What follows belongs to an exercise in optimizing a design on an open flow for small area; a production flow would make more cautious choices. Function was checked by simulation only, so behaviour that the tests miss may differ from the original. Power is estimated from default activity; no workload was simulated.

==> flow/design.v <==
module regfile_sb #(
  parameter int XLEN  = 32,
  parameter int NREGS = 32,
  parameter int AW    = $clog2(NREGS)
) (
  input  logic             clk,
  input  logic             rst_n,
  input  logic [AW-1:0]    rs1_addr,
  input  logic [AW-1:0]    rs2_addr,
  output logic [XLEN-1:0]  rs1_data,
  output logic [XLEN-1:0]  rs2_data,
  output logic             rs1_busy,
  output logic             rs2_busy,
  input  logic             we0,
  input  logic [AW-1:0]    waddr0,
  input  logic [XLEN-1:0]  wdata0,
  input  logic             we1,
  input  logic [AW-1:0]    waddr1,
  input  logic [XLEN-1:0]  wdata1,
  input  logic             issue_en,
  input  logic [AW-1:0]    issue_rd,
  output logic             waw_hazard,
  output logic [NREGS-1:0] busy_vec
);
  logic [XLEN-1:0]  data_q [NREGS];
  logic [NREGS-1:0] valid_q;
  logic [NREGS-1:0] busy_q;
  logic             phase_q;
  logic [NREGS-1:0] dec_w0, dec_w1, dec_iss, dec_r1, dec_r2;
  always_comb begin
    dec_w0 = '0; dec_w1 = '0; dec_iss = '0; dec_r1 = '0; dec_r2 = '0;
    dec_w0[waddr0]    = 1'b1;
    dec_w1[waddr1]    = 1'b1;
    dec_iss[issue_rd] = 1'b1;
    dec_r1[rs1_addr]  = 1'b1;
    dec_r2[rs2_addr]  = 1'b1;
    dec_w0[0] = 1'b0; dec_w1[0] = 1'b0; dec_iss[0] = 1'b0;
    dec_r1[0] = 1'b0; dec_r2[0] = 1'b0;
  end
  logic [NREGS-1:0] wr0, wr1, hold, clr_vec, set_vec;
  assign wr1     = we1 ? dec_w1 : '0;
  assign wr0     = (we0 ? dec_w0 : '0) & ~wr1;
  assign hold    = ~(wr0 | wr1);
  assign clr_vec = wr0 | wr1;
  assign set_vec = issue_en ? dec_iss : '0;
  logic [XLEN-1:0] wd0_e, wd1_e;
  assign wd0_e = wdata0 ^ {XLEN{phase_q}};
  assign wd1_e = wdata1 ^ {XLEN{phase_q}};
  always_ff @(posedge clk or negedge rst_n) begin
    if (!rst_n) begin
      phase_q <= 1'b0;
      valid_q <= '0;
      busy_q  <= '0;
    end else begin
      phase_q <= ~phase_q;
      valid_q <= valid_q | clr_vec;
      busy_q  <= (busy_q & ~clr_vec) | set_vec;
    end
  end
  logic [XLEN-1:0] data_d [NREGS];
  for (genvar r = 1; r < NREGS; r++) begin : g_wr
    for (genvar b = 0; b < XLEN; b++) begin : g_bit
      rf_aoi222 u_nx (.a1(hold[r]), .a2(data_q[r][b]),
                      .b1(wr0[r]),  .b2(wd0_e[b]),
                      .c1(wr1[r]),  .c2(wd1_e[b]),
                      .y(data_d[r][b]));
    end
  end
  always_ff @(posedge clk) begin
    for (int r = 1; r < NREGS; r++) data_q[r] <= data_d[r];
  end
  logic [NREGS-1:0] vsel1, vsel2;
  logic byp1_1, byp0_1, byp1_2, byp0_2, hit1, hit2;
  logic eq11, eq01, eq12, eq02, nz1, nz2;
  rf_eq5 u_eq11 (.a(waddr1), .b(rs1_addr), .y(eq11));
  rf_eq5 u_eq01 (.a(waddr0), .b(rs1_addr), .y(eq01));
  rf_eq5 u_eq12 (.a(waddr1), .b(rs2_addr), .y(eq12));
  rf_eq5 u_eq02 (.a(waddr0), .b(rs2_addr), .y(eq02));
  assign nz1    = |rs1_addr;
  assign nz2    = |rs2_addr;
  assign byp1_1 = we1 & eq11 & nz1;
  assign byp0_1 = we0 & eq01 & nz1 & ~(we1 & eq11);
  assign byp1_2 = we1 & eq12 & nz2;
  assign byp0_2 = we0 & eq02 & nz2 & ~(we1 & eq12);
  assign vsel1  = (we1 & eq11) | (we0 & eq01) ? '0 : (dec_r1 & valid_q);
  assign vsel2  = (we1 & eq12) | (we0 & eq02) ? '0 : (dec_r2 & valid_q);
  assign hit1   = byp1_1 | byp0_1 | |(dec_r1 & valid_q);
  assign hit2   = byp1_2 | byp0_2 | |(dec_r2 & valid_q);
  for (genvar b = 0; b < XLEN; b++) begin : g_rd
    logic [10:0] y1, y2;
    for (genvar g = 0; g < 11; g++) begin : g_grp
      localparam int S0 = 3 * g, S1 = 3 * g + 1, S2 = 3 * g + 2;
      rf_aoi222 u_r1 (
        .a1(S0 == 0 ? byp1_1 : vsel1[(S0 == 0) ? 1 : S0-1]), .a2(S0 == 0 ? wd1_e[b] : data_q[(S0 == 0) ? 1 : S0-1][b]),
        .b1(S1 == 1 ? byp0_1 : vsel1[(S1 == 1) ? 1 : S1-1]), .b2(S1 == 1 ? wd0_e[b] : data_q[(S1 == 1) ? 1 : S1-1][b]),
        .c1(vsel1[S2-1]), .c2(data_q[S2-1][b]),
        .y(y1[g]));
      rf_aoi222 u_r2 (
        .a1(S0 == 0 ? byp1_2 : vsel2[(S0 == 0) ? 1 : S0-1]), .a2(S0 == 0 ? wd1_e[b] : data_q[(S0 == 0) ? 1 : S0-1][b]),
        .b1(S1 == 1 ? byp0_2 : vsel2[(S1 == 1) ? 1 : S1-1]), .b2(S1 == 1 ? wd0_e[b] : data_q[(S1 == 1) ? 1 : S1-1][b]),
        .c1(vsel2[S2-1]), .c2(data_q[S2-1][b]),
        .y(y2[g]));
    end
    assign rs1_data[b] = ~(&y1) ^ (phase_q & hit1);
    assign rs2_data[b] = ~(&y2) ^ (phase_q & hit2);
  end
  assign rs1_busy   = |(dec_r1  & busy_q & ~clr_vec);
  assign rs2_busy   = |(dec_r2  & busy_q & ~clr_vec);
  assign waw_hazard = issue_en & |(dec_iss & busy_q & ~clr_vec);
  assign busy_vec   = busy_q;
endmodule
module rf_aoi222 (
  input  logic a1, a2, b1, b2, c1, c2,
  output logic y
);
  assign y = ~((a1 & a2) | (b1 & b2) | (c1 & c2));
endmodule
module rf_eq5 (
  input  logic [4:0] a, b,
  output logic       y
);
  assign y = ~|(a ^ b);
endmodule
==> flow/flow/run.sh <==
#!/bin/bash
# Layout flow: the standard flow (standard.sh), with the standard synthesis
# run unchanged, and these layout-only changes for a smaller design:
#   - ports buffered with buf_1 instead of the default delay-cell buffer
#   - no large buffers (x8 and up), delay cells or x2/x4 XOR gates in design
#     repair (a buffer is smaller than an upsized XOR)
#   - clock tree from clkbuf_8 in 16-sink clusters, without dummy loads
# Each step's full output goes to its own log file here.
set -euo pipefail

bash standard.sh synth > flow_synth.log 2>&1

PLATFORM_DONT_USE="sky130_fd_sc_hd__probe_p_8 sky130_fd_sc_hd__probec_p_8
 sky130_fd_sc_hd__lpflow_bleeder_1 sky130_fd_sc_hd__lpflow_clkbufkapwr_1
 sky130_fd_sc_hd__lpflow_clkbufkapwr_16 sky130_fd_sc_hd__lpflow_clkbufkapwr_2
 sky130_fd_sc_hd__lpflow_clkbufkapwr_4 sky130_fd_sc_hd__lpflow_clkbufkapwr_8
 sky130_fd_sc_hd__lpflow_clkinvkapwr_1 sky130_fd_sc_hd__lpflow_clkinvkapwr_16
 sky130_fd_sc_hd__lpflow_clkinvkapwr_2 sky130_fd_sc_hd__lpflow_clkinvkapwr_4
 sky130_fd_sc_hd__lpflow_clkinvkapwr_8 sky130_fd_sc_hd__lpflow_decapkapwr_12
 sky130_fd_sc_hd__lpflow_decapkapwr_3 sky130_fd_sc_hd__lpflow_decapkapwr_4
 sky130_fd_sc_hd__lpflow_decapkapwr_6 sky130_fd_sc_hd__lpflow_decapkapwr_8
 sky130_fd_sc_hd__lpflow_inputiso0n_1 sky130_fd_sc_hd__lpflow_inputiso0p_1
 sky130_fd_sc_hd__lpflow_inputiso1n_1 sky130_fd_sc_hd__lpflow_inputiso1p_1
 sky130_fd_sc_hd__lpflow_inputisolatch_1 sky130_fd_sc_hd__lpflow_isobufsrc_1
 sky130_fd_sc_hd__lpflow_isobufsrc_16 sky130_fd_sc_hd__lpflow_isobufsrc_2
 sky130_fd_sc_hd__lpflow_isobufsrc_4 sky130_fd_sc_hd__lpflow_isobufsrc_8
 sky130_fd_sc_hd__lpflow_isobufsrckapwr_16 sky130_fd_sc_hd__lpflow_lsbuf_lh_hl_isowell_tap_1
 sky130_fd_sc_hd__lpflow_lsbuf_lh_hl_isowell_tap_2 sky130_fd_sc_hd__lpflow_lsbuf_lh_hl_isowell_tap_4
 sky130_fd_sc_hd__lpflow_lsbuf_lh_isowell_4 sky130_fd_sc_hd__lpflow_lsbuf_lh_isowell_tap_1
 sky130_fd_sc_hd__lpflow_lsbuf_lh_isowell_tap_2 sky130_fd_sc_hd__lpflow_lsbuf_lh_isowell_tap_4"
BIG_BUFS="sky130_fd_sc_hd__buf_8 sky130_fd_sc_hd__buf_12 sky130_fd_sc_hd__buf_16
 sky130_fd_sc_hd__bufbuf_8 sky130_fd_sc_hd__bufbuf_16 sky130_fd_sc_hd__clkbuf_16
 sky130_fd_sc_hd__clkdlybuf4s50_1 sky130_fd_sc_hd__clkdlybuf4s50_2
 sky130_fd_sc_hd__clkdlybuf4s25_1 sky130_fd_sc_hd__clkdlybuf4s25_2
 sky130_fd_sc_hd__clkdlybuf4s15_1 sky130_fd_sc_hd__clkdlybuf4s15_2
 sky130_fd_sc_hd__clkdlybuf4s18_1 sky130_fd_sc_hd__clkdlybuf4s18_2
 sky130_fd_sc_hd__xor2_2 sky130_fd_sc_hd__xor2_4 sky130_fd_sc_hd__xnor2_2 sky130_fd_sc_hd__xnor2_4"
DONT_USE=$(echo $PLATFORM_DONT_USE $BIG_BUFS)

export BUFFER_PORTS_ARGS="-buffer_cell sky130_fd_sc_hd__buf_1"
export CTS_ARGS="-sink_clustering_enable -repair_clock_nets -dont_use_dummy_load -buf_list sky130_fd_sc_hd__clkbuf_8 -sink_clustering_size 16 -sink_clustering_max_diameter 50"

bash standard.sh "DONT_USE_CELLS=$DONT_USE" finish > flow_layout.log 2>&1
==> flow/standard.sh <==
#!/bin/bash
# synth_recipe.tcl (not shown) runs the flow's synth.tcl, then flattens the netlist and writes it again
# the make line also repeats each setting of config.mk as NAME=value (left out here)
make -C /OpenROAD-flow-scripts/flow DESIGN_CONFIG=/design/flow/config.mk WORK_HOME=/design/flow/orfs CLKGATE_MAP_FILE= SYNTH_SCRIPT=/design/flow/synth_recipe.tcl "${@:-finish}"
==> flow/config.mk <==
export PLATFORM = sky130hd
export DESIGN_NAME = regfile_sb
export DESIGN_NICKNAME = regfile_sb
export VERILOG_FILES = /design/flow/design.v
export SDC_FILE = /design/flow/constraint.sdc
export NUM_CORES = 4
export LEC_CHECK = 0
export CAP_MARGIN = 20
export CELL_PAD_IN_SITES_DETAIL_PLACEMENT = 1
export CELL_PAD_IN_SITES_GLOBAL_PLACEMENT = 1
export CORE_MARGIN = 2
export CORE_UTILIZATION = 42
export SETUP_SLACK_MARGIN = 0.3
export SLEW_MARGIN = 20
export SYNTH_HIERARCHICAL = 1
==> flow/constraint.sdc <==
create_clock -name core_clock -period 7.0 [get_ports {clk}]
set_input_delay 1.4000 -clock core_clock [delete_from_list [all_inputs] [get_ports {clk}]]
set_output_delay 1.4000 -clock core_clock [all_outputs]
set_load 0.01 [all_outputs]
==> results of run 1 <==
## Yosys stat by module (local to each module, per instance)
module / cell area, µm² / copies in the design
rf_eq5: 58.8 / 4
rf_aoi222: 10.0 / 1696
regfile_sb: 28600 / 1
## worst max path at each step
stage           startpoint      endpoint  slack (ps)  depth (start not counted)
2_1_floorplan    waddr1[0]      rs2_busy        1000                         11
5_1_grt          waddr0[1]    waw_hazard         270                         14
3_5_place_dp     waddr1[1]  rs1_data[19]         230                         14
3_3_place_gp   rs1_addr[1]  rs1_data[19]         210                         15
4_1_cts        rs2_addr[2]  rs2_data[27]         300                         14
6_report       rs1_addr[1]  rs1_data[23]         260                         16
## cells by family (layout without fill, tap and decap cells)
family	count (synthesis)	in the layout	synth area share, %
buffers and inverters	75	866	0.890
muxes	7	7	0.188
xor gates and xnor gates	166	166	3.24
AOI/OAI and AO/OA	1897	1897	40.4
and+or+nand+nor	678	678	7.95
DFF	1055	1055	46.8
other	1	6	0.00818
adders and majority gates	21	21	0.573
## through the flow
stage | area (µm²) | power, mW | utilization (%) | setup slack, ps
2_1_floorplan | 45800 | 13.1 | - | 1000
3_3_place_gp | 51600 | 15.3 | 47.5 | 205
3_5_place_dp | 51600 | 15.5 | 47.6 | 226
4_1_cts | 53500 | 19.4 | 49.3 | 303
5_1_grt | 53700 | 20.4 | 49.5 | 269
6_report | 53800 | 19.8 | 49.5 | 260
## layout by cell type, fill, tap and decap left out, types with 16 or more instances in the layout
cell type  instances
dfxtp_1          992
dfrtp_1           62
buf_2            168
clkbuf_8         135
buf_6             49
nand3_1           93
buf_4             85
ha_1              21
o21ai_0           32
and3_2            40
xnor2_1           21
and3_4            23
nand4_1          133
nor2_4            41
inv_1             23
nand2b_1          33
nor2_1            42
nor3_1            73
a222oi_1        1704
a21oi_4           16
nand2_1           89
buf_1            388
nor3_2            35
o221ai_1          16
xor2_1           141
## routing by layer
layer	GRT usage (%)	vias up
met5	0	-
met4	41.7	4
met3	13.3	1158
met2	72.7	5245
met1	60.6	27616
li1	-	21113
## power by group through the flow
stage | Sequential (mW) | Combinational, mW | Clock, mW
global route | 10.7 | 5.52 | 4.21
detailed placement | 10.4 | 5.10 | 0
finish | 10.4 | 5.30 | 4.01
global placement | 10.3 | 4.96 | 0
CTS | 10.3 | 5.11 | 3.99
floorplan | 9.79 | 3.35 | 0
## registers in the layout, summed over array words and instances, names as in the netlist
register and count:
phase_q 1, valid_q 31, busy_q 31, data_q 992
## timing repair
item / CTS / global route
hold endpoints to repair: 0 / 0
gates resized for setup: 2 / 56
setup endpoints to repair: 2 / 63
pin swaps: 0 / 24
## cell type report
cell class	count	area share (%)
inverter	23	0.161
sequential	1055	39.9
multi-input combinational	2770	46.5
timing repair buffer	708	6.67
tap	1414	3.29
clock buffer	135	3.46
antenna	5	0.0233
==> results.toml, run 1 <==
[worst_setup_path]
cp_top_family = "simple AND/OR/NAND/NOR gates"
timing.rr.end = "data_q[17][14]$_DFF_P_"
worstPathBufferInverterCount = 7
crit_type = "primary input to output port"
slowest_delay_ps = 690
timing.rr.start = "phase_q$_DFF_PN0_"
critPathCaptureType = "output port"
cp.arrival_ps = 5340
r2r_cells = 4
crit_required_ps = 5600
startpoint_type = "primary input"
cpMaxStageDelayCell = "nor3_1"
crit_chain = "clkbuf_2, inv_1, ha_1, nor3b_2, ha_1, inv_1, nor3_1, and3_2, buf_4, a222oi_1, nand4_1, buf_1, nor3_1, buf_1, xor2_1, buf_1"
crit_top_cell = "buf_1"
r2r_slack_ps = 3340
path_max_fanout = 12

[clocking]
root_buffer = "clkbuf_8"
clockBufferDepth = 3
cts_buffers = 135
h-tree-depth = 4
clkTransAtPathRegs_ps = 30
post_cts.repair.setup_buffers = 0
cts_tree = "yes"
cts.sinks = 1055
cts.hold.buffers_added = 0
clk_latency_ps = 890

[final_layout]
area_growth_pct = 17.3
seqCellArea_um2 = 21400
final_layout_size_suffix_gt1_share_pct = 14.3
multiInputGateArea_um2 = 25000
fin_cells = 6110
filler_cell_count = 11673
fin_nets = 4808

[detailed_routing]
wirelength_met1_um = 98300
maxUsedRoutingLayer = "met5"
drc = 0
ant_nets = 0
vias = 55136
first_iter_violations = 16699
dr_wl_met3_um = 41900
dr_wl_met2_um = 121000
drt_wl_total_um = 291000
drtPass1Iterations = 15
via_per_inst = 9.02
routedWlPerCell_um = 47.6

[yosys]
seq_area_frac_synth_pct = 46.8
yosysWarnings = 10
synth_largest_area_cell = "dfxtp_1"
synth-edff-count = 0
synthTopCellsByArea = "dfxtp_1 43%, a222oi_1 37%, dfrtp_1 3.4%, xor2_1 2.7%, nand4_1 1.8%"
synthTopCellsByCount = "1704 x a222oi_1, 992 x dfxtp_1, 141 x xor2_1"
synth_cells = 3900
synthDominantCellAreaShare_pct = 43.3
syn_nets = 4015
ys_ff_latch = 1055
ys_async_sr_fraction_pct = 5.97
syn_area_per_cell_um2 = 11.7
ys_types = 88
yosysMostFrequentCell = "a222oi_1"
synthFlopType = "dfxtp_1"
syn_area_um2 = 45800

[global_routing]
antenna_found_initial = 5
grtUsageTotal_pct = 49.6
grt_pass1_vias = 52483
gr-total-overflow = 0
grt_max_degree = 43
grt_first_pass_wirelength_um = 403000

[power]
internal_power_mw = 12.6
p_clk_share_pct = 20.3
vdd_drop_max_uv = 191
p_leak_nw = 18.3
pwr-share-comb_pct = 26.8
p_switching_mw = 7.13
switching_share_pct = 36.1
seqPwrFrac_pct = 52.9
p_per_area_nw_per_um2 = 367

[die]
dieArea_um2 = 112000
dieWidth_um = 334
io_pins = 193
fp.dieH_um = 334
row_count = 121
start_util_pct = 42.2
core_area_um2 = 109000

[timing]
max-slew-margin-rel_pct = 8.79
fmax_mhz = 148
finalHoldViolations = 0
report.final.slew_viol_count = 0
fin_worst_skew_ps = 72.8
rsz0062_at_grt = "true"
setup_violations = 0
final.setup.tns_ps = 0
whs_ps = 491
finalCriticalPeriod_ps = 6740
tightest_slew_ps = 1370
period_share_pct = 96.3

[min_path]
hold_end = "data_q[6][25]$_DFF_P_"
hold_depth = 1
hold_class = "flip-flop to flip-flop"
worstHoldStart = "data_q[6][25]$_DFF_P_"

[job]
maxCapViolCount = 0

[placed_design]
port-buffer-count = 191
dp_hpwl_um = 194000
gp_congestion = 0.992
dp_cells = 5961

[run_status]
status = "finished clean"
==> inputs of run 2 (changes only) <==
--- a/flow/config.mk
+++ b/flow/config.mk
@@ -11,3 +11,3 @@
 export CORE_MARGIN = 2
-export CORE_UTILIZATION = 42
+export CORE_UTILIZATION = 44
 export SETUP_SLACK_MARGIN = 0.3
==> run 2 against run 1 <==
Compared with the run above: flip-flop and latch count did not move; largest power group unchanged; fmax shrank 0.28%; critical endpoint is now rs1_data[19]; wire length shrank 1.3%; combinational power down 0.9%; sequential power about the same.
==> results.toml, run 2 <==
[clocking]
h-tree-depth = 4
cts.hold.buffers_added = 0
clk_latency_ps = 880
cts.sinks = 1055
clockBufferDepth = 3
cts_tree = "yes"
clkTransAtPathRegs_ps = 40
root_buffer = "clkbuf_8"
cts_buffers = 133

[final_layout]
final_common_cell = "a222oi_1"
largest_reg_flops = 992
regMostFlops = "data_q"
area_growth_pct = 16.9
finish.utilization_pct = 51.8
final_layout_size_suffix_gt1_share_pct = 14.3
final_cell_mix = "1704 x a222oi_1, 992 x dfxtp_1, 384 x buf_1"
fin_area_um2 = 53600
reg_top3 = "data_q: 992 flops, busy_q: 31 flops, valid_q: 31 flops"
fin_nets = 4780
fin_cells = 6053

[job]
maxCapViolCount = 0

[yosys]
syn_area_um2 = 45800
seq_area_frac_synth_pct = 46.8
ys_ff_latch = 1055
synthDominantCellAreaShare_pct = 43.3
synthFlopType = "dfxtp_1"
synthTopCellsByArea = "dfxtp_1 43%, a222oi_1 37%, dfrtp_1 3.4%, xor2_1 2.7%, nand4_1 1.8%"
synth_cells = 3900
ys_types = 88
syn_nets = 4015
synth-edff-count = 0
syn_area_per_cell_um2 = 11.7
yosysMostFrequentCell = "a222oi_1"
ys_async_sr_fraction_pct = 5.97
yosysWarnings = 10
synthTopCellsByCount = "1704 x a222oi_1, 992 x dfxtp_1, 141 x xor2_1"
synth_largest_area_cell = "dfxtp_1"

[worst_setup_path]
cp.arrival_ps = 5360
crit_required_ps = 5600
worstPathBufferInverterCount = 5
crit_top_cell = "buf_1"
startpoint_type = "primary input"
path_max_fanout = 14
slowest_delay_ps = 630
cp_top_family = "simple AND/OR/NAND/NOR gates"
cpMaxStageDelayCell = "and3_2"
critPathCaptureType = "output port"
crit_type = "primary input to output port"
crit_chain = "buf_1, inv_1, ha_1, nor3b_2, ha_1, clkbuf_2, nor3_4, buf_1, and3_2, a222oi_1, nand3_1, nor3_1, xor2_1, buf_1"

[placed_design]
port-buffer-count = 191
dpl-instance-area_um2 = 51300
dp_cells = 5892
dp_hpwl_um = 188000
gp_congestion = 1.05

[power]
switching_share_pct = 36.0
seqPwrFrac_pct = 53.1
p_per_area_nw_per_um2 = 367
p_clk_share_pct = 20.2
vdd_drop_max_uv = 239
power.total_mw = 19.7
pwr-share-comb_pct = 26.7
p_leak_nw = 18.2
internal_power_mw = 12.6
p_switching_mw = 7.08

[run_status]
status = "finished clean"

[die]
start_util_pct = 44.3
io_pins = 193
dieWidth_um = 327
fp.dieH_um = 327
core_area_um2 = 103000
row_count = 118
dieArea_um2 = 107000

[timing]
finalCriticalPeriod_ps = 6760
fmax_mhz = 148
final.setup.tns_ps = 0
fin_worst_skew_ps = 63.6
tightest_slew_ps = 1320
finalHoldViolations = 0
period_share_pct = 96.6
max-slew-margin-rel_pct = 12.0
rsz0062_at_grt = "true"
report.final.slew_viol_count = 0
setup_violations = 0

[detailed_routing]
via_per_inst = 9.24
first_iter_violations = 18479
vias = 55940
drt_wl_total_um = 287000
ant_nets = 0
drtPass1Iterations = 17
routedWlPerCell_um = 47.4
drc = 0

[global_routing]
grt_first_pass_wirelength_um = 400000
grt_pass1_vias = 52781
grtUsageTotal_pct = 51.1
antenna_found_initial = 10
gr-total-overflow = 0
grt_max_degree = 67

[min_path]
hold_class = "flip-flop to flip-flop"
==> run 2: cell counts after synthesis <==
No cell type changed its count.
==> run 2: area by class of cell <==
type / count / area (µm²)
Fill cell: 11084 / 49800
Timing Repair Buffer: 679 / 3330
Multi-Input combinational cell: 2773 / 25100
Tap cell: 1380 / 1730
Antenna cell: 10 / 25.0
Sequential cell: 1055 / 21400
Inverter: 23 / 86.3
Clock buffer: 133 / 1830
==> run 2: layer usage <==
metal	vias up	part of all wire, %	track usage, %
met3	1438	15	15.4
met4	4	11	43.5
li1	21100	-	-
met2	5817	40	73.1
met1	27581	33	62.6
met5	-	0.011	0.577
==> run 2: path summary, 6_finish.rpt <==
| kind | start | to | slack (ps) | depth (start not counted) |
|---|---|---|---|---|
| worst min-delay path | data_q[28][26]$_DFF_P_ | data_q[28][26]$_DFF_P_ | 500 | 1 |
| max in group asynchronous | rst_n | phase_q$_DFF_PN0_ | 4740 | 2 |
| worst max-delay path | rs1_addr[1] | rs1_data[19] | 240 | 14 |
| worst max register to register | phase_q$_DFF_PN0_ | data_q[8][19]$_DFF_P_ | 3650 | 3 |
| worst min register to register | data_q[28][26]$_DFF_P_ | data_q[28][26]$_DFF_P_ | 500 | 1 |
| min in group asynchronous | rst_n | busy_q[27]$_DFF_PN0_ | 620 | 1 |
==> run 2: cells by family (layout without fill, tap and decap cells) <==
family          Yosys count  after routing  synth area share (%)
buf+inv                  75            835                 0.890
mux                       7              7                 0.188
other cells               1             11               0.00818
simple gates            678            681                  7.95
compound gates         1897           1897                  40.4
flops                  1055           1055                  46.8
fa+ha+maj                21             21                 0.573
xor+xnor                166            166                  3.24
==> run 2: metrics by stage <==
stage	hold WS, ps	setup slack (ps)
after floorplan	466	1000
after global placement	473	129
after detailed placement	486	159
after CTS	494	232
after global routing	506	147
final	495	241
==> run 2: timing repair <==
action | 4_1_cts | 5_1_grt
cloned | 0 | 3
gates resized for setup | 8 | 67
setup buffers | 0 | 10
endpoints found under the setup margin | 12 | 64
pin swaps | 5 | 18
==> run 2: power by group through the flow <==
stage / clock network (mW) / logic, mW / registers (mW)
4_1_cts: 3.95 / 5.02 / 10.3
2_1_floorplan: 0 / 3.35 / 9.79
3_3_place_gp: 0 / 4.87 / 10.3
3_5_place_dp: 0 / 5.00 / 10.4
6_report: 3.97 / 5.25 / 10.5
5_1_grt: 4.18 / 5.47 / 10.7
==> run 2: per-module statistics from Yosys (local to each module, per instance) <==
module / flip-flops and latches / cells / area [µm²]
regfile_sb: 1055 / 2176 / 28600
rf_eq5: 0 / 7 / 58.8
rf_aoi222: 0 / 1 / 10.0

[what the ideal ports hide]
In the flow no input, the clock included, has a driving cell. The finished layouts below were timed again as built, in two steps. Step 1 (the two cells are an assumption about what drives the block):
set clk [get_ports {clk}]
set_driving_cell -lib_cell sky130_fd_sc_hd__clkbuf_16 $clk
set_driving_cell -lib_cell sky130_fd_sc_hd__buf_2 [delete_from_list [all_inputs] $clk]
Step 2 moves the port delays by t, midway between the first and last clock arrival at a register: inputs arrive t later, outputs are due t later. That takes back most of the time a late clock gives input paths. Slacks: no drivers / after step 1 / after step 2; pairs: no drivers / after step 1.
run	t, ns	setup WS [ns]	slew at the worst register clock pin (ns)	cell pins on the clock port's net
run 1	0.921	0.260 / 0.229 / 0.229	0.11 / 0.11	1
run 2	0.925	0.241 / 0.217 / 0.217	0.09 / 0.09	1
After both steps setup and hold are still met in every run listed. For run 1, which loses most, drivers alone change the setup slack by -0.031 ns; drivers and shift together by -0.031 ns.
